From an optimization exercise on the open Yosys and OpenROAD flow, aimed at small area, a short achievable clock period and few clock cycles per item; shortcuts taken in it are not production practice. The RTL was checked by simulation tests, not by an equivalence proof against the original design. Power is estimated from default activity; no workload was simulated.

File: flow/run.sh
#!/bin/bash
# synth_recipe.tcl (not shown) runs the flow's synth.tcl, then flattens the netlist and writes it again
# the make line also repeats each setting of config.mk as NAME=value (left out here)
make -C /OpenROAD-flow-scripts/flow DESIGN_CONFIG=/design/flow/config.mk WORK_HOME=/design/flow/orfs CLKGATE_MAP_FILE= SYNTH_SCRIPT=/design/flow/synth_recipe.tcl finish
File: flow/config.mk
export PLATFORM = sky130hd
export DESIGN_NAME = group_dominant_key_detect
export DESIGN_NICKNAME = group_dominant_key_detect
export VERILOG_FILES = /design/flow/design.v
export SDC_FILE = /design/flow/constraint.sdc
export NUM_CORES = 4
export LEC_CHECK = 0
export ABC_CLOCK_PERIOD_IN_PS = 2500
export CAP_MARGIN = 20
export CORE_MARGIN = 2
export CORE_UTILIZATION = 60
export SETUP_SLACK_MARGIN = 3.5
export SLEW_MARGIN = 20
File: flow/constraint.sdc
create_clock -name core_clock -period 6.5 [get_ports {clk}]
set_input_delay 1.3000 -clock core_clock [delete_from_list [all_inputs] [get_ports {clk}]]
set_output_delay 1.3000 -clock core_clock [all_outputs]
set_load 0.01 [all_outputs]
File: flow/design.v
`default_nettype none
package gdk_pkg;
  localparam int KEY_W  = 16;
  localparam int SITE_W = 31;
  localparam int END_W  = 32;
  localparam int SIZE_W = 9;
  localparam int FLANK_W = 16;
  localparam int THR_W  = 16;
  localparam int CFG_AW = 3;
  localparam int CFG_DW = 32;
  localparam logic [THR_W-1:0]   THR_RESET   = 16'd655;
  localparam logic [FLANK_W-1:0] FLANK_RESET = 16'd50;
  typedef enum logic [0:0] {
    REG_SHARE_THRESHOLD = 1'b0,
    REG_FLANK_LENGTH    = 1'b1
  } gdk_reg_t;
  typedef struct packed {
    logic [THR_W-1:0]   share_threshold;
    logic [FLANK_W-1:0] flank_length;
  } gdk_cfg_t;
endpackage
`default_nettype wire
`default_nettype none
module gdk_cfg_regs
(
  input  wire logic              clk,
  input  wire logic              rst_n,
  input  wire logic              psel,
  input  wire logic              penable,
  input  wire logic              pwrite,
  input  wire logic [gdk_pkg::CFG_AW-1:0] paddr,
  input  wire logic [gdk_pkg::CFG_DW-1:0] pwdata,
  output logic      [gdk_pkg::CFG_DW-1:0] prdata,
  output logic                   pready,
  output gdk_pkg::gdk_cfg_t               cfg
);
  gdk_pkg::gdk_cfg_t cfg_r;
  logic [15:0]       rd_r;
  logic              wr_en;
  assign wr_en   = psel && penable && pwrite;
  assign pready  = 1'b1;
  assign cfg     = cfg_r;
  assign prdata  = {16'd0, rd_r};
  always_ff @(posedge clk) begin
    if (!rst_n) begin
      cfg_r.share_threshold <= gdk_pkg::THR_RESET;
      cfg_r.flank_length    <= gdk_pkg::FLANK_RESET;
    end else if (wr_en) begin
      if (paddr[2]) cfg_r.flank_length    <= pwdata[gdk_pkg::FLANK_W-1:0];
      else          cfg_r.share_threshold <= pwdata[gdk_pkg::THR_W-1:0];
    end
  end
  always_ff @(posedge clk) begin
    rd_r <= paddr[2] ? cfg_r.flank_length : cfg_r.share_threshold;
  end
endmodule
`default_nettype wire
`default_nettype none
module gdk_entry_mem #(
  parameter int DEPTH = 64,
  parameter int KW    = 16,
  parameter int CW    = 7
) (
  input  wire logic             clk,
  input  wire logic [KW-1:0]    srch_key,
  output logic      [DEPTH-1:0] srch_hit,
  input  wire logic [DEPTH-1:0] rd_sel,
  output logic      [CW-1:0]    rd_cnt,
  input  wire logic             new_grp,
  input  wire logic             init,
  output logic      [DEPTH-1:0] free_sel,
  output logic                  full,
  input  wire logic             wr,
  input  wire logic             alloc,
  input  wire logic [KW-1:0]    wr_key,
  input  wire logic             cnt_we,
  input  wire logic [DEPTH-1:0] cnt_sel,
  input  wire logic [CW-1:0]    wr_cnt
);
  logic [KW-1:0]    key_q [DEPTH];
  logic [CW-1:0]    cnt_q [DEPTH];
  logic [DEPTH-1:0] val_q;
  assign full = val_q[DEPTH-1];
  always_comb begin
    rd_cnt = '0;
    for (int i = 0; i < DEPTH; i++) begin
      rd_cnt = rd_cnt | (cnt_q[i] & {CW{rd_sel[i]}});
    end
  end
  for (genvar i = 0; i < DEPTH; i++) begin : g_ent
    if (i == 0) begin : g_f0
      assign free_sel[i] = new_grp || !val_q[0];
    end else begin : g_fi
      assign free_sel[i] = !new_grp && val_q[i-1] && !val_q[i];
    end
    assign srch_hit[i] = val_q[i] && (key_q[i] == srch_key);
    always_ff @(posedge clk) begin
      if (wr && free_sel[i]) begin
        key_q[i] <= wr_key;
      end
      if (cnt_we && cnt_sel[i]) begin
        cnt_q[i] <= wr_cnt;
      end
      if (init) begin
        val_q[i] <= (i == 0);
      end else if (alloc && free_sel[i]) begin
        val_q[i] <= 1'b1;
      end
    end
  end
endmodule
`default_nettype wire
`default_nettype none
module group_dominant_key_detect
#(
  parameter int MAX_KEYS  = 64,
  parameter int MAX_GROUP = 256,
  parameter int KEY_BITS  = 16
) (
  input  wire logic              clk,
  input  wire logic              rst_n,
  input  wire logic               in_valid,
  output logic                    in_ready,
  input  wire logic [gdk_pkg::KEY_W-1:0]   in_target_key,
  input  wire logic [gdk_pkg::SITE_W-1:0]  in_site_position,
  input  wire logic               in_group_end,
  output logic                    out_valid,
  input  wire logic               out_ready,
  output logic                    out_assigned,
  output logic      [gdk_pkg::KEY_W-1:0]   out_dominant_key,
  output logic      [gdk_pkg::SITE_W-1:0]  out_window_start,
  output logic      [gdk_pkg::END_W-1:0]   out_window_end,
  output logic      [gdk_pkg::SIZE_W-1:0]  out_group_size,
  output logic                    out_overflow,
  input  wire logic              psel,
  input  wire logic              penable,
  input  wire logic              pwrite,
  input  wire logic [gdk_pkg::CFG_AW-1:0] paddr,
  input  wire logic [gdk_pkg::CFG_DW-1:0] pwdata,
  output logic      [gdk_pkg::CFG_DW-1:0] prdata,
  output logic                   pready
);
  localparam int N   = MAX_KEYS;
  localparam int KW  = gdk_pkg::KEY_W;
  localparam int SW  = gdk_pkg::SITE_W;
  localparam int CW  = 7;                   
  localparam int TW  = 9;                   
  localparam int PW  = gdk_pkg::THR_W + 8;  
  gdk_pkg::gdk_cfg_t cfg;
  gdk_cfg_regs u_cfg (
    .clk     (clk),
    .rst_n   (rst_n),
    .psel    (psel),
    .penable (penable),
    .pwrite  (pwrite),
    .paddr   (paddr),
    .pwdata  (pwdata),
    .prdata  (prdata),
    .pready  (pready),
    .cfg     (cfg)
  );
  logic          open_r;                  
  logic          rdy_r;                   
  logic          a_v, a_first, a_last;
  logic [KW-1:0] a_key;
  logic [SW-1:0] a_site;
  logic          b_v, b_first, b_last;
  logic [KW-1:0] b_key;
  logic [SW-1:0] b_site;
  logic [N-1:0]  b_match;
  logic [TW-1:0] b_total;                 
  logic          b_ovf;
  logic          c_v, c_first, c_last, c_cnt_ok, c_ovf;
  logic [KW-1:0] c_key;
  logic [SW-1:0] c_site;
  logic [CW-1:0] c_cnt;
  logic [N-1:0]  c_tgt;                   
  logic          b_fwd;                   
  logic          g_pend;                  
  logic [TW-1:0] g_max1;
  logic [7:0]    g_max2;
  logic [KW-1:0] g_top;
  logic [TW-1:0] g_total;
  logic [PW-1:0] g_prod;
  logic          g_ovf;
  logic [SW-1:0] g_site;
  logic          o_v;
  logic          o_assigned;
  logic [KW-1:0] o_key;
  logic [SW-1:0] o_start;
  logic [gdk_pkg::END_W-1:0] o_end;
  logic [TW-1:0] o_size;
  logic          o_ovf;
  logic xfer, stall, stall_n, go;
  logic a_v_n, c_v_n, c_first_n, g_pend_n, o_v_n;
  assign xfer    = g_pend && (!o_v || out_ready);
  assign go      = !stall;
  assign stall_n = c_v_n && c_first_n && g_pend_n && o_v_n;
  logic [N-1:0]  t_hit, t_free;
  logic          t_full;
  logic [CW-1:0] t_cnt;
  logic          b_hit, drop, cnt_ok, alloc, init, t_wr;
  assign b_hit  = |b_match;
  assign init   = b_v && b_first && go;
  assign drop   = !b_first && (b_total[TW-1] || (!b_hit && t_full));
  assign cnt_ok = b_v && !drop && go;
  assign alloc  = cnt_ok && !b_hit;
  assign t_wr   = b_v && go;
  gdk_entry_mem #(
    .DEPTH (N),
    .KW    (KW),
    .CW    (CW)
  ) u_mem (
    .clk      (clk),
    .srch_key (a_key),
    .srch_hit (t_hit),
    .rd_sel   (b_match),
    .rd_cnt   (t_cnt),
    .new_grp  (b_v && b_first),
    .init     (init),
    .free_sel (t_free),
    .full     (t_full),
    .wr       (t_wr),
    .alloc    (alloc),
    .wr_key   (b_key),
    .cnt_we   (c_v && c_cnt_ok && go),
    .cnt_sel  (c_tgt),
    .wr_cnt   (c_cnt + CW'(1))
  );
  logic          same_prev;
  logic [N-1:0]  match_nxt;
  assign same_prev = b_v && (b_key == a_key);
  always_comb begin
    if (a_first) begin
      match_nxt = '0;
    end else if (same_prev) begin
      match_nxt = b_match | t_free;
    end else if (b_v && b_first) begin
      match_nxt = '0;
    end else begin
      match_nxt = t_hit;
    end
  end
  assign a_v_n = rdy_r ? in_valid : (a_v && stall);
  always_ff @(posedge clk) begin
    if (!rst_n) begin
      a_v    <= 1'b0;
      open_r <= 1'b0;
    end else begin
      a_v <= a_v_n;
      if (in_valid && rdy_r) open_r <= !in_group_end;
    end
  end
  always_ff @(posedge clk) begin
    if (rdy_r) begin
      a_key   <= in_target_key;
      a_site  <= in_site_position;
      a_last  <= in_group_end;
      a_first <= !open_r;
    end
  end
  always_ff @(posedge clk) begin
    if (!rst_n) begin
      b_v <= 1'b0;
    end else if (go) begin
      b_v <= a_v;
    end
  end
  always_ff @(posedge clk) begin
    if (go) begin
      b_match <= match_nxt;
      b_fwd   <= same_prev && !a_first;
      b_key   <= a_key;
      b_site  <= a_site;
      b_first <= a_first;
      b_last  <= a_last;
    end
  end
  always_ff @(posedge clk) begin
    if (b_v && go) begin
      if (b_first) begin
        b_total <= TW'(1);
        b_ovf   <= 1'b0;
      end else if (drop) begin
        b_ovf   <= 1'b1;
      end else begin
        b_total <= b_total + TW'(1);
      end
    end
  end
  assign c_v_n     = go ? b_v : c_v;
  assign c_first_n = go ? b_first : c_first;
  always_ff @(posedge clk) begin
    if (!rst_n) begin
      c_v <= 1'b0;
    end else begin
      c_v <= c_v_n;
    end
  end
  always_ff @(posedge clk) begin
    if (go) begin
      c_first  <= b_first;
      c_last   <= b_last;
      c_cnt_ok <= !drop;
      c_key    <= b_key;
      c_site   <= b_site;
      c_cnt    <= b_fwd ? (c_cnt + CW'(1)) : t_cnt;
      c_tgt    <= b_match | t_free;
      c_ovf    <= !b_first && (b_ovf || drop);
    end
  end
  assign g_pend_n = (c_v && c_last && go) || (g_pend && !xfer);
  always_ff @(posedge clk) begin
    if (!rst_n) begin
      g_pend <= 1'b0;
    end else begin
      g_pend <= g_pend_n;
    end
  end
  always_ff @(posedge clk) begin
    if (c_v && go) begin
      g_ovf   <= c_ovf;
      if (c_first) begin
        g_total <= TW'(1);
        g_max1 <= TW'(1);
        g_max2 <= '0;
        g_top  <= c_key;
        g_prod <= PW'(cfg.share_threshold);
        g_site <= c_site;
      end else if (c_cnt_ok) begin
        g_total <= g_total + TW'(1);
        g_prod  <= g_prod + PW'(cfg.share_threshold);
        if (c_key == g_top) begin
          g_max1 <= g_max1 + TW'(1);
        end else if (TW'(c_cnt) == g_max1) begin
          g_max1 <= g_max1 + TW'(1);
          g_max2 <= g_max1[7:0];
          g_top  <= c_key;
        end else if (8'(c_cnt) == g_max2) begin
          g_max2 <= g_max2 + 8'd1;
        end
      end
    end
  end
  logic          res_assigned;
  logic [7:0]    res_lim;
  logic [SW:0]   res_diff;
  assign res_lim      = g_prod[PW-1:PW-8];
  assign res_assigned = !g_ovf && (g_max1 > TW'(res_lim)) && !(g_max2 > res_lim);
  assign res_diff     = {1'b0, g_site} - (SW+1)'(cfg.flank_length);
  assign o_v_n = xfer || (o_v && !out_ready);
  always_ff @(posedge clk) begin
    if (!rst_n) begin
      o_v <= 1'b0;
    end else begin
      o_v <= o_v_n;
    end
  end
  always_ff @(posedge clk) begin
    if (xfer) begin
      o_assigned <= res_assigned;
      o_key      <= res_assigned ? g_top : '0;
      o_start    <= res_diff[SW] ? '0 : res_diff[SW-1:0];
      o_end      <= gdk_pkg::END_W'(g_site) + gdk_pkg::END_W'(cfg.flank_length);
      o_size     <= g_total;
      o_ovf      <= g_ovf;
    end
  end
  always_ff @(posedge clk) begin
    if (!rst_n) begin
      rdy_r <= 1'b1;
      stall <= 1'b0;
    end else begin
      rdy_r <= !(a_v_n && stall_n);
      stall <= stall_n;
    end
  end
  assign in_ready         = rdy_r;
  assign out_valid        = o_v;
  assign out_assigned     = o_assigned;
  assign out_dominant_key = o_key;
  assign out_window_start = o_start;
  assign out_window_end   = o_end;
  assign out_group_size   = o_size;
  assign out_overflow     = o_ovf;
endmodule
`default_nettype wire
==> notes.md, run 1 <==
status=finished clean; # rows=137; crit path launch type=flop; routed wire length=259000 um; DIE AREA=144000 um2; share of layout cells above drive strength 1=0.117; most numerous cell in the Yosys netlist=edfxtp_1; Slew HR=0.299; hold bufs inserted after CTS=0; Worst Hold Class=flop to flop; Worst Clk Skew=around 0.028 ns; post-route ant nets=0; Initial Util=0.606; Die Wd=between 300 and 400 um; Worst Slack Setup Final=about 3.4 ns; antenna violations before repair=5; placed wire-length estimate=between 100000 and 150000 um; reg2reg path depth=5; Hold Startpoint=c_site[20]; pin count of the biggest net entering global routing=81; # setup viols final=0; Worst R2R End=c_cnt[2]; GP Congestion=between 0.9 and 1; routed vias=between 50k and 60k; total grt overflow=0; worst skew pair latency=between 0.8 and 0.9 ns; RSZ-0062 raised after global routing=yes; Layout area overhead=15.2%; maximum clock frequency=324 MHz; Synth Area per Inst=around 15 um2; Mapped Cells=roughly 5.6k; Setup TNS=0 ns; Port Buffer Count=179; core area=140000 um2; CTS tree=yes; number of global-route vias before repair=approximately 49k; CP max FO=9; Main synth FF type=edfxtp_1; htree depth=4; Critical R2R Launch=b_match[54]; sink of the worst hold path=g_site[20]; final hold vios=0; Nets=between 6k and 7k; commonest cells in the netlist=edfxtp_1, xnor2_1, xor2_1; number of flops mapped to enable cells by yosys=1954; Layout fillers=9539; CTS Root Buffer Type=clkbuf_16; sequential area share after synthesis=0.720; TritonCTS Buffers=roughly 200; Setup CP Type=flop to flop; WL per Instance=between 30 and 40 um; hold path cells=0; fin crit share=0.475; Yosys warnings=5; vias per cell=~6.5; drt first pass iters=6; Placed Cells=around 7.5k; Worst-Margin Slew=~1.1 ns; Final Max Tran Viols=0; clk sinks=2074; Worst Path Arrival=between 3 and 4 ns; WP data required=approximately 7.0 ns; Synth area leader=edfxtp_1; top cells by area, synth=edfxtp_1, xnor2_1, dfxtp_1; R2R Setup Slk=roughly 3.4 ns; async set-or-reset flop fraction in the synthesized netlist=0; Netlist Area Pre-Place=about 85000 um2; Layout Cells excl Fill=between 7k and 8k; Die Y=380 um; drt drc=0; PD cells=283 nW/um2; clk buf depth=3; global-route wire length before repair=around 360000 um; boundary pin count=215; minimum clock period=around 3.1 ns; synth unique cells=slightly above 70; DRT iter0 DRCs=between 6k and 7k; LEAKAGE=between 30 and 40 nW; Synth top area share=0.692; Peak VDD IR=roughly 330 uV; GR Util All Layers=0.354; DP Worst Slack=2.68 ns; CTS clock-pin slew for the worst setup and hold paths=0.06 ns; maxcap violations=0; flops & latches, synth=2074; CP Capture Type=flop
-- how the worst max path moves through the flow --
stage	from	to	slack, ns	cells after the start
after floorplan	stall	u_mem.key_q[0][0]	1.87	5
after global placement	b_match[19]	u_mem.val_q[27]	2.71	7
after detailed placement	b_match[19]	u_mem.val_q[16]	2.68	7
after CTS	b_v	u_mem.key_q[36][1]	3.37	4
after global routing	u_cfg.cfg_r[0]	o_start[28]	3.40	10
final	b_match[54]	c_cnt[2]	3.41	5
-- cells by family (layout without fill, tap and decap cells) --
| family | after synthesis | after routing | synth area share |
|---|---|---|---|
| AND/OR/NAND/NOR | 1217 | 1218 | 0.0746 |
| AO/OA/AOI/OAI | 650 | 650 | 0.0520 |
| XOR/XNOR | 1150 | 1150 | 0.119 |
| other | 2 | 19 | 0.0000886 |
| adder cells (fa/ha/maj) | 73 | 73 | 0.0110 |
| buffers and inverters | 425 | 896 | 0.0197 |
| multiplexers | 27 | 27 | 0.00353 |
| flip-flops | 2074 | 2074 | 0.720 |
-- layout by cell type, fill, tap and decap left out, types with 12 or more instances in the layout --
| cell | instances |
|---|---|
| buf_6 | 12 |
| clkbuf_8 | 21 |
| nand4_1 | 253 |
| nand3_1 | 173 |
| clkinv_1 | 25 |
| and3_1 | 72 |
| bufinv_16 | 14 |
| xnor2_1 | 889 |
| xor2_1 | 256 |
| conb_1 | 17 |
| o21a_1 | 15 |
| ha_1 | 67 |
| clkdlybuf4s50_1 | 77 |
| clkbuf_16 | 211 |
| a31o_2 | 63 |
| dfxtp_1 | 115 |
| nor3_2 | 15 |
| nor3_1 | 87 |
| mux2_2 | 23 |
| clkinv_2 | 30 |
| buf_12 | 32 |
| dlygate4sd2_1 | 97 |
| a22o_1 | 20 |
| clkbuf_1 | 66 |
| or3_1 | 17 |
| a22oi_1 | 164 |
| a21oi_1 | 214 |
| nor3_4 | 49 |
| inv_1 | 121 |
| buf_4 | 151 |
| o21ai_0 | 48 |
| a221oi_1 | 26 |
| nor4_1 | 91 |
| edfxtp_1 | 1954 |
| and2_1 | 24 |
| nand2_1 | 189 |
| nor2_1 | 176 |
| nor2b_1 | 16 |
-- layout make-up --
cell class / count / area [um2] / area share
antenna: 2 / 5.00 / 0.0000512
clock buffer: 298 / 5790 / 0.0593
clock inverter: 79 / 781 / 0.00799
inverter: 126 / 480 / 0.00492
multi-input combinational: 3135 / 23100 / 0.237
sequential: 2074 / 61100 / 0.625
tap: 1876 / 2350 / 0.0240
timing repair buffer: 391 / 4070 / 0.0417
timing repair inverter: 2 / 10.0 / 0.000102
-- report_power, final --
part / internal, mW / switching [mW] / total [mW]
clock: 6.72 / 5.00 / 11.7
combinational: 0.405 / 0.862 / 1.27
sequential: 14.6 / 0.0593 / 14.7
total: 21.7 / 5.92 / 27.7
-- sequential cells by signal, indices dropped and copies added, names as in the netlist, 24 cells and up --
signal	flops
a_site	31
c_site	31
c_tgt	64
u_mem.key_q	1024
b_match	64
u_cfg.cfg_r	32
o_end	32
u_mem.cnt_q	448
u_mem.val_q	63
o_start	31
g_site	31
g_prod	24
b_site	31
-- stage by stage --
step / hold slack (ns) / util / total power [mW] / instance area, um2
after floorplan: 0.400 / - / 15.6 / 84900
after global placement: 0.400 / 0.640 / 16.1 / 89500
after detailed placement: 0.405 / 0.641 / 16.2 / 89700
after CTS: 0.414 / 0.692 / 27.7 / 96800
after global routing: 0.413 / 0.699 / 28.3 / 97700
final: 0.407 / 0.699 / 27.7 / 97700
-- routing by layer --
| metal | track usage | up-vias | share of wire |
|---|---|---|---|
| li1 | - | 21600 | - |
| met1 | 0.482 | 26300 | 0.38 |
| met2 | 0.566 | 3164 | 0.47 |
| met3 | 0.0691 | 606 | 0.11 |
| met4 | 0.145 | 0 | 0.046 |
| met5 | 0 | - | 0 |
-- worst max-delay path, cell delays in order, from the launching register on --
cell and delay [ns]:
edfxtp_1 0.70, a22o_1 0.35, a221oi_2 0.44, nand4_1 0.26, nor4_1 0.78, a21oi_1 0.22
-- repair_timing --
action	4_1_cts	5_1_grt
buffers inserted	13	37
gates resized for setup	152	55
endpoints found under the setup margin	916	715
pin swaps	3	28
cloned	11	1
Testbench counts, summed over its fixed seeds: cycles 32,391, items 32,211.
==> inputs of run 2 (changes only) <==
--- a/flow/config.mk
+++ b/flow/config.mk
@@ -8,6 +8,6 @@
 export ABC_CLOCK_PERIOD_IN_PS = 2500
 export CAP_MARGIN = 20
 export CORE_MARGIN = 2
-export CORE_UTILIZATION = 60
-export SETUP_SLACK_MARGIN = 3.5
+export CORE_UTILIZATION = 65
+export SETUP_SLACK_MARGIN = 3.9
 export SLEW_MARGIN = 20
==> run 2 against run 1 <==
Critical path depth grew 5. Highest routed layer is now met5. Setup slack gained 0.063 ns. Die area shrank 7.6%. Clock power is essentially flat. Hold slack lost 0.015 ns. Still clean. Critical path type unchanged. Final cell count grew 0.43%. Area after synthesis is the same. Largest cell class unchanged. Largest power group unchanged. Register-to-register slack gained 0.06 ns. Global-route usage grew 6.4 points. Clock-buffer cell count shrank 3.
==> notes.md, run 2 <==
Netlist Area Pre-Place=84800 um2 (unchanged); final hold vios=0 (unchanged); Synth Area per Inst=15.1 um2 (unchanged); fin crit share=0.466 (-0.00963); pin count of the biggest net entering global routing=169 (+110%); CP max FO=8 (-1); CTS tree=yes; Die Wd=365 um (-3.9%); crit path launch type=flop; sw frac=0.217 (+0.00347); Net Sw Power=5.98 mW (+1.1%); GR Util All Layers=0.419 (+0.0644); Synth top area share=0.692 (unchanged); Internal=21.5 mW (-0.99%); Port Buffer Count=179 (unchanged); Slew HR=0.265 (-0.0346); Worst Slack Setup Final=3.47 ns (+0.0626 ns); Worst Clk Skew=0.0404 ns (+0.0126 ns); status=finished clean; hold path cells=0 (unchanged); WL per Instance=35.2 um (+8.5%); Critical path buffers and inverters=4 (+4); reg2reg path depth=10 (+5); CP Capture Type=flop; maximum clock frequency=330 MHz (+2.1%); Setup CP Type=flop to flop; worst skew pair latency=0.85 ns (+0.02 ns); largest reg by FF count=u_mem.key_q; boundary pin count=215 (unchanged); Worst Hold Class=flop to flop; DR WL met2=124000 um (+1.7%); antenna violations before repair=17 (+12); sequential area share after synthesis=0.720 (unchanged); Final Max Tran Viols=0 (unchanged); clk sinks=2074 (unchanged); LEAKAGE=32.4 nW (+4.6%); Initial Util=0.655 (+0.0486); Placed Cells=7393 (-2.0%); most frequent cells in the layout=edfxtp_1, xnor2_1, xor2_1; slowest stage delay, CP=0.45 ns (-0.33 ns); flip-flop count of the largest register after layout=1024 (unchanged); routed wire length=282000 um (+9.0%); async set-or-reset flop fraction in the synthesized netlist=0 (unchanged); Setup TNS=0 ns (unchanged); Hold Startpoint=a_site[15]; minimum clock period=3.03 ns (-0.0626 ns); Yosys warnings=5 (unchanged); most numerous cell in the Yosys netlist=edfxtp_1; # setup viols final=0 (unchanged); top cells by area, synth=edfxtp_1, xnor2_1, dfxtp_1; total grt overflow=0 (unchanged); Mapped Cells=5618 (unchanged); TritonCTS Buffers=200 (-1.5%); Layout fillers=7445 (-22%); Finished Cell Area=102000 um2 (+4.0%); DP Worst Slack=2.65 ns (-0.0263 ns); Layout area overhead=19.9%; wl on met1=96700 um (-0.87%); metal3 WL=40700 um (+48%); flops & latches, synth=2074 (unchanged); CTS Root Buffer Type=clkbuf_16; number of flops mapped to enable cells by yosys=1954 (unchanged); Util after Layout=0.785 (+0.0863); cell at the slowest stage of the critical path=edfxtp_1; htree depth=4 (unchanged); drt drc=0 (unchanged); most common cell after layout, fill and taps aside=edfxtp_1; global-route wire length before repair=383000 um (+5.5%); CP cell instances=buf_12, nor4_4, nand4_1, nor4_4, nor4b_4, buf_6, buf_6, buf_16, a21oi_2, nor2_1; RSZ-0062 raised after global routing=yes; CTS clock-pin slew for the worst setup and hold paths=0.07 ns (about the same); drt first pass iters=7 (+1); vias per cell=6.80 (+4.9%); power share of the combinational group=0.052 (+0.006); Critical R2R Launch=b_match[31]; highest routed layer=met5; biggest regs=u_mem.key_q x1024, u_mem.cnt_q x448; post-route ant nets=0 (unchanged); Peak VDD IR=285 uV (-13%); Reg power frac=0.534 (+0.003); Worst Path Arrival=3.79 ns (+0.19 ns); DRT iter0 DRCs=9038 (+31%); Synth area leader=edfxtp_1; hold bufs inserted after CTS=0 (unchanged); clock network power share=0.414 (-0.009); Layout Cells excl Fill=8017 (+0.43%); Die Y=365 um (-3.9%); dpl cell area=89400 um2 (-0.32%); synth unique cells=71 (unchanged); Nets=6262 (+2.7%); Main synth FF type=edfxtp_1; WP data required=7.26 ns (+0.25 ns); commonest cells in the netlist=edfxtp_1, xnor2_1, xor2_1; # rows=132 (-3.6%); DIE AREA=133000 um2 (-7.6%); PD cells=271 nW/um2 (-4.4%); GP Congestion=0.972 (+1.5%); CP Depth=10 (+5); routed vias=54.5k (+5.4%); clk buf depth=3 (unchanged); share of layout cells above drive strength 1=0.204 (+0.0861); Setup crit start=b_match[31]; family with the most delay on the worst path=simple AND/OR/NAND/NOR gates; Worst-Margin Slew=1.10 ns (+0.0518 ns); placed wire-length estimate=140000 um (-2.9%); core area=129000 um2 (-7.4%); number of global-route vias before repair=50.9k (+3.0%); maxcap violations=0 (unchanged)
-- run 2: cell counts after synthesis --
Identical to the previous run, type by type.
-- run 2: layout make-up --
| type | count | area [um2] | area share |
|---|---|---|---|
| clock buffers | 295 | 5700 | 0.0561 |
| repair buffers | 560 | 6450 | 0.0635 |
| inverters | 126 | 483 | 0.00475 |
| diodes | 6 | 15.0 | 0.000148 |
| clock inverters | 76 | 651 | 0.00640 |
| multi-input cells | 3138 | 25000 | 0.246 |
| well taps | 1742 | 2180 | 0.0214 |
| flip-flops and latches | 2074 | 61100 | 0.601 |
-- run 2: worst paths after layout --
| path | end | slack (ns) |
|---|---|---|
| max | u_mem.val_q[49] | 3.47 |
| min | b_site[15] | 0.39 |
| min reg2reg | b_site[15] | 0.39 |
| max reg2reg | u_mem.val_q[49] | 3.47 |
-- run 2: cell families (layout without fill, tap and decap cells) --
| kind of cell | after synthesis | count (layout) | share of synthesized area |
|---|---|---|---|
| xor+xnor | 1150 | 1150 | 0.119 |
| mux | 27 | 27 | 0.00353 |
| fa+ha+maj | 73 | 73 | 0.0110 |
| buf+inv | 425 | 1057 | 0.0197 |
| simple gates | 1217 | 1221 | 0.0746 |
| other cells | 2 | 23 | 0.0000886 |
| flops | 2074 | 2074 | 0.720 |
| compound gates | 650 | 650 | 0.0520 |
-- run 2: power groups by stage --
stage	Combinational, mW	Sequential [mW]	Clock, mW
floorplan	0.626	15.0	0
global placement	1.10	15.0	0
detailed placement	1.12	15.0	0
CTS	1.34	14.7	11.4
global route	1.45	14.7	11.9
finish	1.42	14.7	11.4
-- run 2: timing repair --
item                                    in CTS  in global routing
gates cloned                                38                  6
endpoints found under the setup margin    1483                825
pin swaps                                  149                 93
resized for setup                          820                264
hold endpoints to repair                     0                  0
setup buffers                              160                 43
-- run 2: per-stage QoR --
step | hold WS [ns] | power (mW)
floorplan | 0.400 | 15.6
global placement | 0.401 | 16.1
detailed placement | 0.405 | 16.1
CTS | 0.401 | 27.4
global route | 0.412 | 28.0
finish | 0.392 | 27.5
-- run 2: worst reg2reg max path: stages (launching register included) --
cell and delay, ns:
edfxtp_1 0.45, buf_12 0.17, nor4_4 0.31, nand4_1 0.45, nor4_4 0.45, nor4b_4 0.31
buf_6 0.21, buf_6 0.13, buf_16 0.17, a21oi_2 0.13, nor2_1 0.18
-- run 2: metal layers --
metal	up-vias	GRT usage
met3	1017	0.122
met5	-	0
met4	20	0.262
li1	22000	-
met1	27200	0.553
met2	4276	0.617
==> inputs of run 3 (changes only) <==
--- a/flow/design.v
+++ b/flow/design.v
@@ -162,6 +162,7 @@
   logic          open_r;                  
   logic          rdy_r;                   
   logic          a_v, a_first, a_last;
+  logic          a_same;                  
   logic [KW-1:0] a_key;
   logic [SW-1:0] a_site;
   logic          b_v, b_first, b_last;
@@ -229,7 +230,7 @@
   );
   logic          same_prev;
   logic [N-1:0]  match_nxt;
-  assign same_prev = b_v && (b_key == a_key);
+  assign same_prev = a_same;
   always_comb begin
     if (a_first) begin
       match_nxt = '0;
@@ -257,6 +258,7 @@
       a_site  <= in_site_position;
       a_last  <= in_group_end;
       a_first <= !open_r;
+      a_same  <= a_v ? (in_target_key == a_key) : (stall && b_v && (in_target_key == b_key));
     end
   end
   always_ff @(posedge clk) begin
--- a/flow/config.mk
+++ b/flow/config.mk
@@ -8,6 +8,7 @@
 export ABC_CLOCK_PERIOD_IN_PS = 2500
 export CAP_MARGIN = 20
 export CORE_MARGIN = 2
-export CORE_UTILIZATION = 65
-export SETUP_SLACK_MARGIN = 3.9
+export CORE_UTILIZATION = 60
+export CTS_BUF_LIST = sky130_fd_sc_hd__clkbuf_4 sky130_fd_sc_hd__clkbuf_8
+export SETUP_SLACK_MARGIN = 3.5
 export SLEW_MARGIN = 20
==> run 3 against run 2 <==
Final area decreased by 5.1%. Combinational power decreased by about 20%. Final cell count increased by 1.5%. Clock power decreased by 4%. Maximum frequency decreased by 1.3%. Clock skew increased by 0.017 ns. Largest power group unchanged.
==> notes.md, run 3 <==
status=finished clean; drt first pass iters=14 (+7); Peak VDD IR=221 uV (-22%); routed vias=51.4k (-5.7%); Worst Path Arrival=3.72 ns (-0.07 ns); biggest regs=u_mem.key_q x1024, u_mem.cnt_q x448; LEAKAGE=33.9 nW (+4.7%); GR Util All Layers=0.341 (-0.0783); synth unique cells=70 (-1.4%); Reg power frac=0.549 (+0.015); worst skew pair latency=1.00 ns (+0.15 ns); maxcap violations=0 (unchanged); global-route wire length before repair=351000 um (-8.2%); Final Power=26.8 mW (-2.5%); PD cells=278 nW/um2 (+2.7%); CTS tree=yes; Slew HR=0.165 (-0.100); share of layout cells above drive strength 1=0.136 (-0.0672); CP Capture Type=flop; clock network power share=0.409 (-0.005); sequential area share after synthesis=0.721 (about the same); clk buf depth=4 (+1); top cells by area, synth=edfxtp_1, xor2_1, dfxtp_1; Synth area leader=edfxtp_1; core area=140000 um2 (+8.0%); Final Max Tran Viols=0 (unchanged); Net Sw Power=5.93 mW (-0.93%); sw frac=0.221 (+0.00353); Die Wd=380 um (+4.0%); slowest stage delay, CP=1.07 ns (+0.62 ns); Critical path buffers and inverters=1 (-3); CP cell instances=buf_4, a21oi_1, nand2_1, a221oi_1, nand4_1, nor4_1, a21oi_1; async set-or-reset flop fraction in the synthesized netlist=0 (unchanged); clk sinks=2075 (+0.048%); most common cell after layout, fill and taps aside=edfxtp_1; TritonCTS Buffers=347 (+74%); Nets=6168 (-1.5%); pin count of the biggest net entering global routing=78 (-54%); family with the most delay on the worst path=simple AND/OR/NAND/NOR gates; Setup TNS=0 ns (unchanged); Main synth FF type=edfxtp_1; DRT iter0 DRCs=6679 (-26%); Worst-Margin Slew=1.24 ns (+0.139 ns); Initial Util=0.606 (-0.0487); flops & latches, synth=2075 (+0.048%); post-route ant nets=0 (unchanged); Yosys warnings=5 (unchanged); DIE AREA=144000 um2 (+8.2%); CTS Root Buffer Type=clkbuf_8; routed wire length=249000 um (-12%); number of global-route vias before repair=49.4k (-2.9%); flip-flop count of the largest register after layout=1024 (unchanged); most used cell, CP=a21oi_1; Worst Slack Setup Final=3.44 ns (-0.0384 ns); CP max FO=8 (unchanged); WP data required=7.16 ns (-0.10 ns); power share of the combinational group=0.043 (-0.009); Synth Area per Inst=15.2 um2 (+0.90%); GP Congestion=0.967 (-0.56%); final hold vios=0 (unchanged); DP Worst Slack=2.49 ns (-0.163 ns); Synth top area share=0.692 (about the same); maximum clock frequency=326 MHz (-1.3%); most frequent cells in the layout=edfxtp_1, xor2_1, clkbuf_8; vias per cell=6.32 (-7.0%); crit path launch type=flop; # rows=137 (+3.8%); placed wire-length estimate=143000 um (+2.1%); fin crit share=0.471 (+0.00590); R2R Setup Slk=3.44 ns (-0.04 ns); hold bufs inserted after CTS=0 (unchanged); CTS clock-pin slew for the worst setup and hold paths=0.06 ns (about the same); Port Buffer Count=179 (unchanged); number of flops mapped to enable cells by yosys=1955 (+0.051%); cell at the slowest stage of the critical path=nor4_1; # setup viols final=0 (unchanged); commonest cells in the netlist=edfxtp_1, xor2_1, nor4_1; WL per Instance=30.6 um (-13%); minimum clock period=3.06 ns (+0.0384 ns); Setup CP Type=flop to flop; largest reg by FF count=u_mem.key_q; boundary pin count=215 (unchanged); drt drc=0 (unchanged); most numerous cell in the Yosys netlist=edfxtp_1; Worst Hold Class=flop to flop; Die Y=380 um (+4.0%); RSZ-0062 raised after global routing=no; htree depth=5 (+1); Mapped Cells=5567 (-0.91%); antenna violations before repair=20 (+3); Layout area overhead=13.8%; Netlist Area Pre-Place=84800 um2 (about the same); Internal=20.9 mW (-3.0%); Worst Clk Skew=0.0578 ns (+0.0174 ns); total grt overflow=0 (unchanged)
==> run 3: per-stage QoR <==
stage | cell area [um2] | cells | hold WS (ns) | util
after global routing | 96500 | 8132 | 0.407 | 0.690
after floorplan | 85000 | 5582 | 0.400 | -
after CTS | 96100 | 8103 | 0.385 | 0.687
final | 96500 | 8136 | 0.399 | 0.690
after global placement | 89300 | 7488 | 0.400 | 0.638
after detailed placement | 89300 | 7488 | 0.405 | 0.638
==> run 3: final cells by class <==
type                            count  area, um2
Tap cell                         1876       2350
Timing Repair inverter              1       5.00
Multi-Input combinational cell   3151      22900
Sequential cell                  2075      61100
Antenna cell                       11       27.5
Clock buffer                      488       5930
Timing Repair Buffer              369       3460
Fill cell                        9869      43400
Inverter                           61        233
Clock inverter                    104        495
==> run 3: path summary, 6_finish.rpt <==
check,startpoint,to,cells after the start
setup / recovery,b_match[10],c_cnt[4],7
hold / removal,c_site[20],g_site[20],0
setup reg to reg,b_match[10],c_cnt[4],7
hold reg to reg,c_site[20],g_site[20],0
==> run 3: kinds of logic after synthesis <==
group                    synth area share
buffers and inverters              0.0168
AO/OA/AOI/OAI                      0.0498
multiplexers                      0.00342
adder cells (fa/ha/maj)            0.0110
flip-flops                          0.721
XOR/XNOR                            0.121
AND/OR/NAND/NOR                    0.0776
other                           0.0000886
==> run 3: worst register-to-register path, stage by stage, from the launching register on <==
cell	delay [ns]
edfxtp_1	0.43
buf_4	0.24
a21oi_1	0.15
nand2_1	0.06
a221oi_1	0.38
nand4_1	0.14
nor4_1	1.07
a21oi_1	0.27
==> run 3: metal layers <==
layer | global-route usage | vias to the layer above | routed length, um
li1 | - | 21700 | -
met2 | 0.521 | 3057 | 114000
met4 | 0.128 | 4 | 9370
met5 | 0 | - | 56
met3 | 0.0725 | 586 | 27000
met1 | 0.485 | 26100 | 98500
==> run 3: power by group through the flow <==
stage | Clock (mW) | Combinational (mW) | Sequential (mW)
5_1_grt | 11.6 | 1.20 | 14.7
4_1_cts | 11.1 | 1.12 | 14.7
3_3_place_gp | 0 | 1.11 | 15.0
3_5_place_dp | 0 | 1.12 | 15.0
2_1_floorplan | 0 | 0.589 | 15.0
6_report | 11.0 | 1.14 | 14.7
==> run 3: repair_timing <==
item | 4_1_cts | 5_1_grt
gates cloned | 2 | 2
buffers inserted | 21 | 20
pin swaps | 7 | 15
setup endpoints to repair | 541 | 334
gates resized for setup | 269 | 43
Testbench counts of run 3, summed over its fixed seeds: cycles 32,391, items 32,211.
==> inputs of run 4 (changes only) <==
--- a/flow/config.mk
+++ b/flow/config.mk
@@ -12,3 +12,4 @@
 export CTS_BUF_LIST = sky130_fd_sc_hd__clkbuf_4 sky130_fd_sc_hd__clkbuf_8
 export SETUP_SLACK_MARGIN = 3.5
 export SLEW_MARGIN = 20
+export TNS_END_PERCENT = 5
==> run 4 against run 3 <==
Maximum frequency is 4.0% lower. Critical path depth is 1 lower. Clock-buffer cell count is 7 higher.
==> notes.md, run 4 <==
most common cell after layout, fill and taps aside=edfxtp_1; WP data required=7.22 ns (+0.06 ns); post-route ant nets=0 (unchanged); CTS clock-pin slew for the worst setup and hold paths=0.06 ns (about the same); # setup viols final=0 (unchanged); LEAKAGE=34.0 nW (+0.27%); most used cell, CP=a21oi_1; number of global-route vias before repair=49.2k (-0.30%); Initial Util=0.606 (unchanged); largest reg by FF count=u_mem.key_q; Layout area overhead=13.7% (about the same); CTS tree=yes; share of layout cells above drive strength 1=0.129 (-0.00721); synth unique cells=70 (unchanged); CP max FO=9 (+1); clk sinks=2075 (unchanged); biggest regs=u_mem.key_q x1024, u_mem.cnt_q x448; sequential area share after synthesis=0.721 (unchanged); crit path launch type=flop; flip-flop count of the largest register after layout=1024 (unchanged); Slew HR=0.247 (+0.0826); Main synth FF type=edfxtp_1; Layout Cells excl Fill=8120 (-0.20%); Worst Clk Skew=0.0500 ns (-0.00776 ns); Setup CP Type=flop to flop; status=finished clean; Die Y=380 um (unchanged); Synth area leader=edfxtp_1; number of flops mapped to enable cells by yosys=1955 (unchanged); total grt overflow=0 (unchanged); Util after Layout=0.689 (about the same); Port Buffer Count=179 (unchanged); antenna violations before repair=12 (-40%); Worst-Margin Slew=1.13 ns (-0.112 ns); global-route wire length before repair=350000 um (-0.36%); htree depth=5 (unchanged); Die Wd=380 um (unchanged); DRT iter0 DRCs=6841 (+2.4%); core area=140000 um2 (unchanged); Synth top area share=0.692 (unchanged); CP Capture Type=flop; # rows=137 (unchanged); maxcap violations=0 (unchanged); CTS Root Buffer Type=clkbuf_8; Worst Path Arrival=3.91 ns (+0.19 ns); most frequent cells in the layout=edfxtp_1, xor2_1, clkbuf_8; WL per Instance=30.6 um (about the same); slowest stage delay, CP=0.82 ns (-0.25 ns); TritonCTS Buffers=344 (-0.86%); DIE AREA=144000 um2 (unchanged); most numerous cell in the Yosys netlist=edfxtp_1; GP Congestion=0.991 (+2.5%); RSZ-0062 raised after global routing=yes; flops & latches, synth=2075 (unchanged); Yosys warnings=5 (unchanged); drt drc=0 (unchanged); GR Util All Layers=0.340 (about the same); routed wire length=248000 um (-0.12%); top cells by area, synth=edfxtp_1, xor2_1, dfxtp_1; drt first pass iters=6 (-8); hold bufs inserted after CTS=0 (unchanged); placed wire-length estimate=146000 um (+2.2%); Nets=6148 (-0.32%); final hold vios=0 (unchanged); Setup TNS=0 ns (unchanged); clk buf depth=4 (unchanged); routed vias=51.3k (-0.14%); Peak VDD IR=220 uV (-0.41%); pin count of the biggest net entering global routing=141 (+81%); CP cell instances=a21oi_1, nand2_1, a221oi_1, nand4_1, nor4_1, a21oi_1; Placed Cells=7489 (+0.013%); async set-or-reset flop fraction in the synthesized netlist=0 (unchanged); Synth Area per Inst=15.2 um2 (unchanged); minimum clock period=3.19 ns (+0.127 ns); Netlist Area Pre-Place=84800 um2 (unchanged); commonest cells in the netlist=edfxtp_1, xor2_1, nor4_1; vias per cell=6.32 (about the same); Mapped Cells=5567 (unchanged); Worst Hold Class=flop to flop; fin crit share=0.491 (+0.0195); maximum clock frequency=313 MHz (-4.0%); PD cells=281 nW/um2 (+0.98%); boundary pin count=215 (unchanged); Final Max Tran Viols=0 (unchanged); cell at the slowest stage of the critical path=nor4_1; worst skew pair latency=1.02 ns (+0.02 ns)
-- run 4: cell counts after synthesis --
Identical to the previous run, type by type.
-- run 4: critical path, delay by kind of cell (launching register included) --
family          cells  cell delay (ns)
simple gates        3             1.20
flops               1             0.70
compound gates      3             0.98
-- run 4: power by group --
part | internal (mW) | switching, mW | total (mW)
registers | 14.6 | 0.0757 | 14.7
logic | 0.345 | 0.811 | 1.16
clock network | 6.10 | 5.09 | 11.2
-- run 4: timing repair --
item                       CTS  global route
gates resized for setup     60            50
setup endpoints to repair  635           716
buffers inserted             6            17
pin swaps                    2             7
cloned                       3             1
-- run 4: final cells by class --
type	count	area, um2
Clock buffer	495	6120
Sequential cell	2075	61100
Inverter	61	233
Tap cell	1876	2350
Timing Repair inverter	1	5.00
Antenna cell	10	25.0
Multi-Input combinational cell	3151	22700
Clock inverter	99	483
Timing Repair Buffer	352	3360
Fill cell	9743	43500
-- run 4: per-stage QoR --
| stage | power [mW] | hold slack (ns) | instance area [um2] | setup slack (ns) |
|---|---|---|---|---|
| floorplan | 15.6 | 0.400 | 84900 | 1.79 |
| global placement | 16.1 | 0.400 | 89200 | 2.58 |
| detailed placement | 16.1 | 0.405 | 89300 | 2.48 |
| CTS | 27.1 | 0.399 | 96000 | 3.23 |
| global route | 27.8 | 0.401 | 96400 | 3.26 |
| finish | 27.1 | 0.394 | 96400 | 3.31 |
-- run 4: logic make-up (layout without fill, tap and decap cells) --
kind of cell | after synthesis | in the layout | share of synthesized area
DFF | 2075 | 2075 | 0.721
adders and majority gates | 73 | 73 | 0.0110
muxes | 26 | 26 | 0.00342
and+or+nand+nor | 1235 | 1235 | 0.0776
buffers and inverters | 357 | 1008 | 0.0168
xor gates and xnor gates | 1167 | 1167 | 0.121
other | 2 | 27 | 0.0000886
AOI/OAI and AO/OA | 632 | 633 | 0.0498
-- run 4: layer usage --
layer  global-route usage  part of all wire  vias to the layer above
met1                0.489              0.40                    26200
li1                     -                 -                    21700
met4                0.118             0.034                        2
met2                0.522              0.46                     2948
met3               0.0702              0.10                      503
met5                    0          0.000052                        -
-- run 4: worst paths after layout --
check,end,cells after the start,slack (ns),from
hold / removal,c_site[17],0,0.39,b_site[17]
setup / recovery,c_cnt[3],6,3.31,b_match[11]
hold reg to reg,c_site[17],0,0.39,b_site[17]
setup reg to reg,c_cnt[3],6,3.31,b_match[11]
==> inputs of run 5 (changes only) <==
--- a/flow/design.v
+++ b/flow/design.v
@@ -160,11 +160,7 @@
     .cfg     (cfg)
   );
   logic          open_r;                  
-  logic          rdy_r;                   
-  logic          a_v, a_first, a_last;
-  logic          a_same;                  
-  logic [KW-1:0] a_key;
-  logic [SW-1:0] a_site;
+  logic          in_first;                
   logic          b_v, b_first, b_last;
   logic [KW-1:0] b_key;
   logic [SW-1:0] b_site;
@@ -193,7 +189,7 @@
   logic [TW-1:0] o_size;
   logic          o_ovf;
   logic xfer, stall, stall_n, go;
-  logic a_v_n, c_v_n, c_first_n, g_pend_n, o_v_n;
+  logic c_v_n, c_first_n, g_pend_n, o_v_n;
   assign xfer    = g_pend && (!o_v || out_ready);
   assign go      = !stall;
   assign stall_n = c_v_n && c_first_n && g_pend_n && o_v_n;
@@ -213,7 +209,7 @@
     .CW    (CW)
   ) u_mem (
     .clk      (clk),
-    .srch_key (a_key),
+    .srch_key (in_target_key),
     .srch_hit (t_hit),
     .rd_sel   (b_match),
     .rd_cnt   (t_cnt),
@@ -230,9 +226,10 @@
   );
   logic          same_prev;
   logic [N-1:0]  match_nxt;
-  assign same_prev = a_same;
+  assign in_first  = !open_r;
+  assign same_prev = b_v && (in_target_key == b_key);
   always_comb begin
-    if (a_first) begin
+    if (in_first) begin
       match_nxt = '0;
     end else if (same_prev) begin
       match_nxt = b_match | t_free;
@@ -242,40 +239,23 @@
       match_nxt = t_hit;
     end
   end
-  assign a_v_n = rdy_r ? in_valid : (a_v && stall);
   always_ff @(posedge clk) begin
     if (!rst_n) begin
-      a_v    <= 1'b0;
+      b_v    <= 1'b0;
       open_r <= 1'b0;
-    end else begin
-      a_v <= a_v_n;
-      if (in_valid && rdy_r) open_r <= !in_group_end;
-    end
-  end
-  always_ff @(posedge clk) begin
-    if (rdy_r) begin
-      a_key   <= in_target_key;
-      a_site  <= in_site_position;
-      a_last  <= in_group_end;
-      a_first <= !open_r;
-      a_same  <= a_v ? (in_target_key == a_key) : (stall && b_v && (in_target_key == b_key));
-    end
-  end
-  always_ff @(posedge clk) begin
-    if (!rst_n) begin
-      b_v <= 1'b0;
     end else if (go) begin
-      b_v <= a_v;
+      b_v <= in_valid;
+      if (in_valid) open_r <= !in_group_end;
     end
   end
   always_ff @(posedge clk) begin
     if (go) begin
       b_match <= match_nxt;
-      b_fwd   <= same_prev && !a_first;
-      b_key   <= a_key;
-      b_site  <= a_site;
-      b_first <= a_first;
-      b_last  <= a_last;
+      b_fwd   <= same_prev && !in_first;
+      b_key   <= in_target_key;
+      b_site  <= in_site_position;
+      b_first <= in_first;
+      b_last  <= in_group_end;
     end
   end
   always_ff @(posedge clk) begin
@@ -370,14 +350,12 @@
   end
   always_ff @(posedge clk) begin
     if (!rst_n) begin
-      rdy_r <= 1'b1;
       stall <= 1'b0;
     end else begin
-      rdy_r <= !(a_v_n && stall_n);
       stall <= stall_n;
     end
   end
-  assign in_ready         = rdy_r;
+  assign in_ready         = go;
   assign out_valid        = o_v;
   assign out_assigned     = o_assigned;
   assign out_dominant_key = o_key;
--- a/flow/config.mk
+++ b/flow/config.mk
@@ -12,4 +12,3 @@
 export CTS_BUF_LIST = sky130_fd_sc_hd__clkbuf_4 sky130_fd_sc_hd__clkbuf_8
 export SETUP_SLACK_MARGIN = 3.5
 export SLEW_MARGIN = 20
-export TNS_END_PERCENT = 5
==> run 5 against run 4 <==
Clock-buffer cell count rose by 3. Critical path depth rose by 1. Hold slack gained 0.0027 ns. Final area shrank 0.53%. Wire length is 2.7% higher. Critical path type unchanged.
==> notes.md, run 5 <==
fin crit share=0.469 (-0.0216); Worst Clk Skew=0.0809 ns (+0.0309 ns); antenna violations before repair=14 (+2); CTS tree=yes; boundary pin count=215 (unchanged); clk buf depth=4 (unchanged); drt first pass iters=8 (+2); hold path cells=0 (unchanged); sequential area share after synthesis=0.707 (-0.0140); Layout area overhead=13.8% (about the same); commonest cells in the netlist=edfxtp_1, xnor2_1, xor2_1; PD cells=279 nW/um2 (-0.45%); # setup viols final=0 (unchanged); Nets=6112 (-0.59%); final hold vios=0 (unchanged); Peak VDD IR=212 uV (-3.6%); maximum clock frequency=328 MHz (+4.6%); GP Congestion=0.901 (-9.1%); WL per Instance=31.5 um (+3.1%); share of layout cells above drive strength 1=0.152 (+0.0233); dpl cell area=88400 um2 (-1.0%); Reg area=59600 um2 (-2.5%); R2R Setup Slk=3.45 ns (+0.14 ns); Synth area leader=edfxtp_1; post-route ant nets=0 (unchanged); number of flops mapped to enable cells by yosys=1905 (-2.6%); maxcap violations=0 (unchanged); Synth Area per Inst=15.3 um2 (+0.37%); CP Depth=7 (+1); Slew HR=0.186 (-0.0609); most frequent cells in the layout=edfxtp_1, xnor2_1, clkbuf_8; TritonCTS Buffers=341 (-0.87%); vias per cell=6.35 (+0.51%); routed wire length=255000 um (+2.7%); Worst Hold Class=flop to flop; largest reg by FF count=u_mem.key_q; synth unique cells=82 (+17%); Die Wd=379 um (-0.29%); CP max FO=5 (-4); cell at the slowest stage of the critical path=a22oi_1; slowest stage delay, CP=0.50 ns (-0.32 ns); Worst-Margin Slew=1.22 ns (+0.0913 ns); RSZ-0062 raised after global routing=yes; async set-or-reset flop fraction in the synthesized netlist=0 (unchanged); flip-flop count of the largest register after layout=1024 (unchanged); most common cell after layout, fill and taps aside=edfxtp_1; htree depth=5 (unchanged); Port Buffer Count=179 (unchanged); total grt overflow=0 (unchanged); LEAKAGE=32.4 nW (-4.8%); Worst Path Arrival=3.72 ns (-0.19 ns); CP cell instances=buf_4, buf_4, a22oi_1, nand4_1, nor4_1, nand4_1, o32a_1; Critical path buffers and inverters=2 (+2); minimum clock period=3.05 ns (-0.140 ns); clk sinks=2023 (-2.5%); routed vias=51.4k (+0.078%); Main synth FF type=edfxtp_1; Setup TNS=0 ns (unchanged); global-route wire length before repair=356000 um (+1.7%); Multi-input gate area=23600 um2 (+3.9%); Layout fillers=9879 (+1.4%); Util after Layout=0.687 (-0.00194); flops & latches, synth=2023 (-2.5%); worst skew pair latency=1.02 ns (about the same); Final Power=26.8 mW (-0.97%); sink of the worst hold path=c_site[4]; DIE AREA=143000 um2 (-0.58%); Initial Util=0.604 (-0.00208); drt drc=0 (unchanged); biggest regs=u_mem.key_q x1024, u_mem.cnt_q x448; core area=140000 um2 (-0.25%); CTS Root Buffer Type=clkbuf_8; # rows=137 (unchanged); Die Y=379 um (-0.29%); Placed Cells=7432 (-0.76%); pin count of the biggest net entering global routing=81 (-43%); Netlist Area Pre-Place=84300 um2 (-0.59%); Synth top area share=0.679 (-0.0137); Critical R2R Launch=b_match[60]; most numerous cell in the Yosys netlist=edfxtp_1; top cells by area, synth=edfxtp_1, xnor2_1, xor2_1; DRT iter0 DRCs=6601 (-3.5%); GR Util All Layers=0.355 (+0.0148); reg2reg path depth=7 (+1); CP Capture Type=flop; CTS clock-pin slew for the worst setup and hold paths=0.06 ns (about the same); family with the most delay on the worst path=compound AO/OA/AOI/OAI gates; Mapped Cells=5514 (-0.95%); Yosys warnings=5 (unchanged); crit path launch type=flop; Hold Startpoint=b_site[4]; Setup CP Type=flop to flop; status=finished clean; Worst R2R End=c_cnt[2]; Finished Cell Area=95900 um2 (-0.53%); Final Max Tran Viols=0 (unchanged); placed wire-length estimate=149000 um (+2.3%); number of global-route vias before repair=49.0k (-0.53%); Layout Cells excl Fill=8085 (-0.43%); WP data required=7.17 ns (-0.05 ns)
[run 5: routing by layer]
layer | GRT usage | part of all wire | wire length, um
met5 | 0 | 0.000086 | 22
met4 | 0.153 | 0.045 | 11400
met3 | 0.0734 | 0.10 | 25600
met2 | 0.560 | 0.47 | 119000
met1 | 0.482 | 0.39 | 99000
[run 5: through the flow]
| stage | hold WS [ns] | setup WS (ns) |
|---|---|---|
| 2_1_floorplan | 0.400 | 1.98 |
| 3_3_place_gp | 0.401 | 1.81 |
| 3_5_place_dp | 0.405 | 2.00 |
| 4_1_cts | 0.394 | 3.38 |
| 5_1_grt | 0.403 | 3.45 |
| 6_report | 0.397 | 3.45 |
[run 5: cells by family after synthesis]
family | synth area share
compound gates | 0.0538
xor+xnor | 0.118
fa+ha+maj | 0.0110
buf+inv | 0.0208
flops | 0.707
mux | 0.0104
other cells | 0.0000891
simple gates | 0.0788
[run 5: area by class of cell]
class	instances	share of cell area
sequential	2023	0.621
multi-input combinational	3139	0.246
clock buffer	498	0.0633
timing repair buffer	380	0.0371
tap	1876	0.0245
clock inverter	94	0.00495
inverter	65	0.00258
antenna	10	0.000261
[run 5: worst max-delay path by stage]
stage,start,to,slack (ns)
6_report,b_match[60],c_cnt[2],3.45
5_1_grt,stall,in_ready,3.45
4_1_cts,b_match[43],u_mem.val_q[44],3.38
3_5_place_dp,in_target_key[12],b_match[22],2.00
3_3_place_gp,in_target_key[2],b_match[50],1.81
2_1_floorplan,stall,u_mem.key_q[0][0],1.98
[run 5: report_power, final]
part           total (mW)  leakage, nW  internal (mW)  switching [mW]
clock                11.0         3.50           6.03            5.01
combinational        1.35         10.2          0.433           0.916
sequential           14.4         18.7           14.3          0.0868
[run 5: timing repair]
item / in CTS / in global routing
hold buffers: 0 / 0
cloned: 6 / 0
setup endpoints to repair: 1106 / 908
pin swaps: 11 / 12
gates resized for setup: 273 / 92
buffers inserted: 28 / 17
Testbench counts of run 5, summed over its fixed seeds: cycles 32,383, items 32,211.
==> inputs of run 6 (changes only) <==
--- a/flow/design.v
+++ b/flow/design.v
@@ -57,15 +57,17 @@
 `default_nettype wire
 `default_nettype none
 module gdk_entry_mem #(
-  parameter int DEPTH = 64,
-  parameter int KW    = 16,
-  parameter int CW    = 7
+  parameter int DEPTH    = 64,
+  parameter int KW       = 16,
+  parameter int CW       = 7,
+  parameter int RD_PARTS = 4
 ) (
   input  wire logic             clk,
+  input  wire logic             rst_n,
   input  wire logic [KW-1:0]    srch_key,
   output logic      [DEPTH-1:0] srch_hit,
   input  wire logic [DEPTH-1:0] rd_sel,
-  output logic      [CW-1:0]    rd_cnt,
+  output logic      [RD_PARTS*CW-1:0] rd_cnt,
   input  wire logic             new_grp,
   input  wire logic             init,
   output logic      [DEPTH-1:0] free_sel,
@@ -77,23 +79,34 @@
   input  wire logic [DEPTH-1:0] cnt_sel,
   input  wire logic [CW-1:0]    wr_cnt
 );
+  localparam int UW = $clog2(DEPTH + 1);
+  localparam int PD = DEPTH / RD_PARTS;
   logic [KW-1:0]    key_q [DEPTH];
   logic [CW-1:0]    cnt_q [DEPTH];
-  logic [DEPTH-1:0] val_q;
-  assign full = val_q[DEPTH-1];
+  logic [UW-1:0]    n_used;
+  assign full = n_used[UW-1];
+  always_ff @(posedge clk) begin
+    if (!rst_n) begin
+      n_used <= '0;
+    end else if (init) begin
+      n_used <= UW'(1);
+    end else if (alloc) begin
+      n_used <= n_used + UW'(1);
+    end
+  end
   always_comb begin
     rd_cnt = '0;
     for (int i = 0; i < DEPTH; i++) begin
-      rd_cnt = rd_cnt | (cnt_q[i] & {CW{rd_sel[i]}});
+      rd_cnt[(i/PD)*CW +: CW] = rd_cnt[(i/PD)*CW +: CW] | (cnt_q[i] & {CW{rd_sel[i]}});
     end
   end
   for (genvar i = 0; i < DEPTH; i++) begin : g_ent
     if (i == 0) begin : g_f0
-      assign free_sel[i] = new_grp || !val_q[0];
+      assign free_sel[i] = new_grp || (n_used == '0);
     end else begin : g_fi
-      assign free_sel[i] = !new_grp && val_q[i-1] && !val_q[i];
+      assign free_sel[i] = !new_grp && (n_used == UW'(i));
     end
-    assign srch_hit[i] = val_q[i] && (key_q[i] == srch_key);
+    assign srch_hit[i] = (n_used > UW'(i)) && (key_q[i] == srch_key);
     always_ff @(posedge clk) begin
       if (wr && free_sel[i]) begin
         key_q[i] <= wr_key;
@@ -101,11 +114,6 @@
       if (cnt_we && cnt_sel[i]) begin
         cnt_q[i] <= wr_cnt;
       end
-      if (init) begin
-        val_q[i] <= (i == 0);
-      end else if (alloc && free_sel[i]) begin
-        val_q[i] <= 1'b1;
-      end
     end
   end
 endmodule
@@ -170,6 +178,7 @@
   logic          c_v, c_first, c_last, c_cnt_ok, c_ovf;
   logic [KW-1:0] c_key;
   logic [SW-1:0] c_site;
+  logic [4*CW-1:0] c_part;                
   logic [CW-1:0] c_cnt;
   logic [N-1:0]  c_tgt;                   
   logic          b_fwd;                   
@@ -195,7 +204,7 @@
   assign stall_n = c_v_n && c_first_n && g_pend_n && o_v_n;
   logic [N-1:0]  t_hit, t_free;
   logic          t_full;
-  logic [CW-1:0] t_cnt;
+  logic [4*CW-1:0] t_cnt;
   logic          b_hit, drop, cnt_ok, alloc, init, t_wr;
   assign b_hit  = |b_match;
   assign init   = b_v && b_first && go;
@@ -204,11 +213,13 @@
   assign alloc  = cnt_ok && !b_hit;
   assign t_wr   = b_v && go;
   gdk_entry_mem #(
-    .DEPTH (N),
+    .DEPTH    (N),
+    .RD_PARTS (4),
     .KW    (KW),
     .CW    (CW)
   ) u_mem (
     .clk      (clk),
+    .rst_n    (rst_n),
     .srch_key (in_target_key),
     .srch_hit (t_hit),
     .rd_sel   (b_match),
@@ -286,11 +297,12 @@
       c_cnt_ok <= !drop;
       c_key    <= b_key;
       c_site   <= b_site;
-      c_cnt    <= b_fwd ? (c_cnt + CW'(1)) : t_cnt;
+      c_part   <= b_fwd ? {{(3*CW){1'b0}}, c_cnt + CW'(1)} : t_cnt;
       c_tgt    <= b_match | t_free;
       c_ovf    <= !b_first && (b_ovf || drop);
     end
   end
+  assign c_cnt = c_part[0 +: CW] | c_part[CW +: CW] | c_part[2*CW +: CW] | c_part[3*CW +: CW];
   assign g_pend_n = (c_v && c_last && go) || (g_pend && !xfer);
   always_ff @(posedge clk) begin
     if (!rst_n) begin
==> run 6 against run 5 <==
Still clean. Final cell count fell by 3.2%. Global-route usage is 3.3 points lower. Final area is 1.7% lower. Hold slack lost 0.0065 ns. Critical path depth decreased by 3. Register-to-register slack barely moved. Synthesized cell count shrank 2.2%. Area after synthesis shrank 1.8%.
==> notes.md, run 6 <==
GP Congestion=0.906 (+0.59%); CTS Root Buffer Type=clkbuf_8; Slew HR=0.136 (-0.0504); synth unique cells=71 (-13%); slowest stage delay, CP=0.32 ns (-0.18 ns); GR Util All Layers=0.322 (-0.0327); # rows=136 (-0.73%); WP data required=5.20 ns (-1.97 ns); most common cell after layout, fill and taps aside=edfxtp_1; Initial Util=0.604 (about the same); number of flops mapped to enable cells by yosys=1926 (+1.1%); TritonCTS Buffers=333 (-2.3%); maxcap violations=0 (unchanged); Critical path buffers and inverters=4 (+2); boundary pin count=215 (unchanged); Port Buffer Count=179 (unchanged); Yosys warnings=5 (unchanged); placed wire-length estimate=132000 um (-11%); PD cells=275 nW/um2 (-1.7%); Layout fillers=9481 (-4.0%); htree depth=5 (unchanged); Mapped Cells=5390 (-2.2%); flops & latches, synth=1988 (-1.7%); routed vias=48.6k (-5.3%); cell at the slowest stage of the critical path=dfxtp_2; Setup TNS=0 ns (unchanged); family with the most delay on the worst path=buffers and inverters; Worst Hold Class=flop to flop; post-route ant nets=0 (unchanged); # setup viols final=0 (unchanged); async set-or-reset flop fraction in the synthesized netlist=0 (unchanged); minimum clock period=3.15 ns (+0.0986 ns); Main synth FF type=edfxtp_1; routed wire length=228000 um (-10%); sequential area share after synthesis=0.714 (+0.00701); Hold Startpoint=c_site[18]; core area=137000 um2 (-1.7%); Final Power=25.9 mW (-3.3%); CP Capture Type=output pin; WL per Instance=29.2 um (-7.4%); most used cell, CP=buf_6; CP cell instances=buf_6, clkinvlp_4, buf_12, buf_6; Synth area leader=edfxtp_1; largest reg by FF count=u_mem.key_q; DRT iter0 DRCs=5557 (-16%); Final Max Tran Viols=0 (unchanged); CTS clock-pin slew for the worst setup and hold paths=0.06 ns (about the same); commonest cells in the netlist=edfxtp_1, xnor2_1, xor2_1; drt drc=0 (unchanged); Worst-Margin Slew=1.29 ns (+0.0730 ns); clk buf depth=4 (unchanged); Worst Path Arrival=1.85 ns (-1.87 ns); most numerous cell in the Yosys netlist=edfxtp_1; Nets=5961 (-2.5%); Worst Clk Skew=0.0534 ns (-0.0275 ns); worst skew pair latency=1.02 ns (about the same); status=finished clean; fin crit share=0.485 (+0.0152); top cells by area, synth=edfxtp_1, xnor2_1, xor2_1; final hold vios=0 (unchanged); flip-flop count of the largest register after layout=1024 (unchanged); Layout area overhead=13.9%; Peak VDD IR=203 uV (-4.4%); crit path launch type=flop; Setup crit start=stall; Synth top area share=0.699 (+0.0200); drt first pass iters=6 (-2); DIE AREA=141000 um2 (-1.8%); total grt overflow=0 (unchanged); vias per cell=6.21 (-2.2%); Die Y=375 um (-0.89%); Critical R2R Launch=u_mem.n_used[0]; pin count of the biggest net entering global routing=69 (-15%); hold bufs inserted after CTS=0 (unchanged); LEAKAGE=31.8 nW (-1.7%); clk sinks=1988 (-1.7%); antenna violations before repair=6 (-8); biggest regs=u_mem.key_q x1024, u_mem.cnt_q x448; Synth Area per Inst=15.4 um2 (+0.46%); number of global-route vias before repair=47.2k (-3.6%); maximum clock frequency=318 MHz (-3.1%); CTS tree=yes; hold slack=0.390 ns (-0.00653 ns); Die Wd=375 um (-0.89%); global-route wire length before repair=326000 um (-8.5%); most frequent cells in the layout=edfxtp_1, xnor2_1, xor2_1; CP max FO=7 (+2); Setup CP Type=flop to output pin; share of layout cells above drive strength 1=0.150 (-0.00271); Netlist Area Pre-Place=82800 um2 (-1.8%); RSZ-0062 raised after global routing=yes
run 6: worst paths after layout:
path / to / slack, ns / cells after the start
setup reg to reg: b_match[13] / 3.45 / 6
setup / recovery: in_ready / 3.35 / 4
hold reg to reg: g_site[18] / 0.39 / 0
hold / removal: g_site[18] / 0.39 / 0
run 6: stage by stage:
step | cell area, um2 | instances | setup WS (ns) | utilization
3_5_place_dp | 87000 | 7196 | 1.94 | 0.634
6_report | 94300 | 7825 | 3.35 | 0.688
3_3_place_gp | 86900 | 7196 | 1.93 | 0.634
2_1_floorplan | 83000 | 5405 | 1.04 | -
4_1_cts | 93800 | 7794 | 3.09 | 0.684
5_1_grt | 94300 | 7823 | 3.26 | 0.687
run 6: cell families (layout without fill, tap and decap cells):
family,after synthesis,count (layout),share of synthesized area
adders and majority gates,76,76,0.0118
muxes,33,33,0.00443
and+or+nand+nor,1074,1075,0.0683
AOI/OAI and AO/OA,702,702,0.0624
buffers and inverters,362,979,0.0172
DFF,1988,1988,0.714
xor gates and xnor gates,1153,1154,0.122
other,2,24,0.0000907
run 6: final cells by class:
| class | instances | area (um2) | share of cell area |
|---|---|---|---|
| Sequential cell | 1988 | 59100 | 0.627 |
| Multi-Input combinational cell | 3057 | 23000 | 0.244 |
| Clock buffer | 470 | 5660 | 0.0600 |
| Timing Repair Buffer | 354 | 3500 | 0.0371 |
| Tap cell | 1794 | 2240 | 0.0238 |
| Clock inverter | 94 | 504 | 0.00535 |
| Inverter | 60 | 234 | 0.00248 |
| Antenna cell | 7 | 17.5 | 0.000186 |
| Timing Repair inverter | 1 | 5.00 | 0.0000531 |
run 6: where the power goes:
group	total (mW)	switching (mW)	internal [mW]	leakage, nW
clock network	10.5	4.79	5.72	3.28
registers	14.2	0.0746	14.1	18.5
logic	1.24	0.844	0.394	9.98
total	25.9	5.71	20.2	31.8
run 6: layer usage:
layer	global-route usage	vias to the layer above	wire length, um
met4	0.111	0	7400
li1	-	21200	-
met1	0.454	24600	93500
met5	0	-	0
met2	0.510	2382	108000
met3	0.0611	428	19800
run 6: repair_timing:
item                       in CTS  in global routing
cloned                          3                  2
hold endpoints to repair        0                  0
gates resized for setup       327                 40
buffers inserted               31                 22
setup endpoints to repair    1060                443
pin swaps                      24                 14
Testbench counts of run 6, summed over its fixed seeds: cycles 32,383, items 32,211.

-- re-timing with driven ports --
No port has a modelled driver above. Below, the same layouts with a new extraction and two added sets of constraints.
Step 1 (the two cells are an assumption about what drives the block):
set clk [get_ports {clk}]
set_driving_cell -lib_cell sky130_fd_sc_hd__clkbuf_16 $clk
set_driving_cell -lib_cell sky130_fd_sc_hd__buf_2 [delete_from_list [all_inputs] $clk]
Step 2 times the ports against the registers' clock, not the clock port: input delays grow and output delays shrink by t, the midpoint of the rising clock arrivals with the driver on.
Three values: ideal, step 1, step 2; two values: the first two.
run	t, ns	setup WS [ns]	slew at the worst register clock pin (ns)	worst data-port slew with drivers (ns)	pins driven straight from the clock port
run 1	0.906	3.411 / 3.411 / 2.805	0.07 / 0.07	0.11	1
run 2	0.915	3.474 / 3.474 / 3.166	0.07 / 0.07	0.13	1
run 3	1.049	3.435 / 3.435 / 2.666	0.07 / 0.07	0.13	1
run 4	1.081	3.309 / 3.250 / 2.694	0.07 / 0.07	0.14	1
run 5	1.062	3.449 / 3.420 / 2.451	0.07 / 0.07	0.10	1
run 6	1.091	3.350 / 3.256 / 2.430	0.07 / 0.07	0.09	1
After both steps setup and hold are still met in every run listed. The setup slack of run 5, which loses most, moves by -0.029 ns with the drivers and by -0.998 ns with both steps.
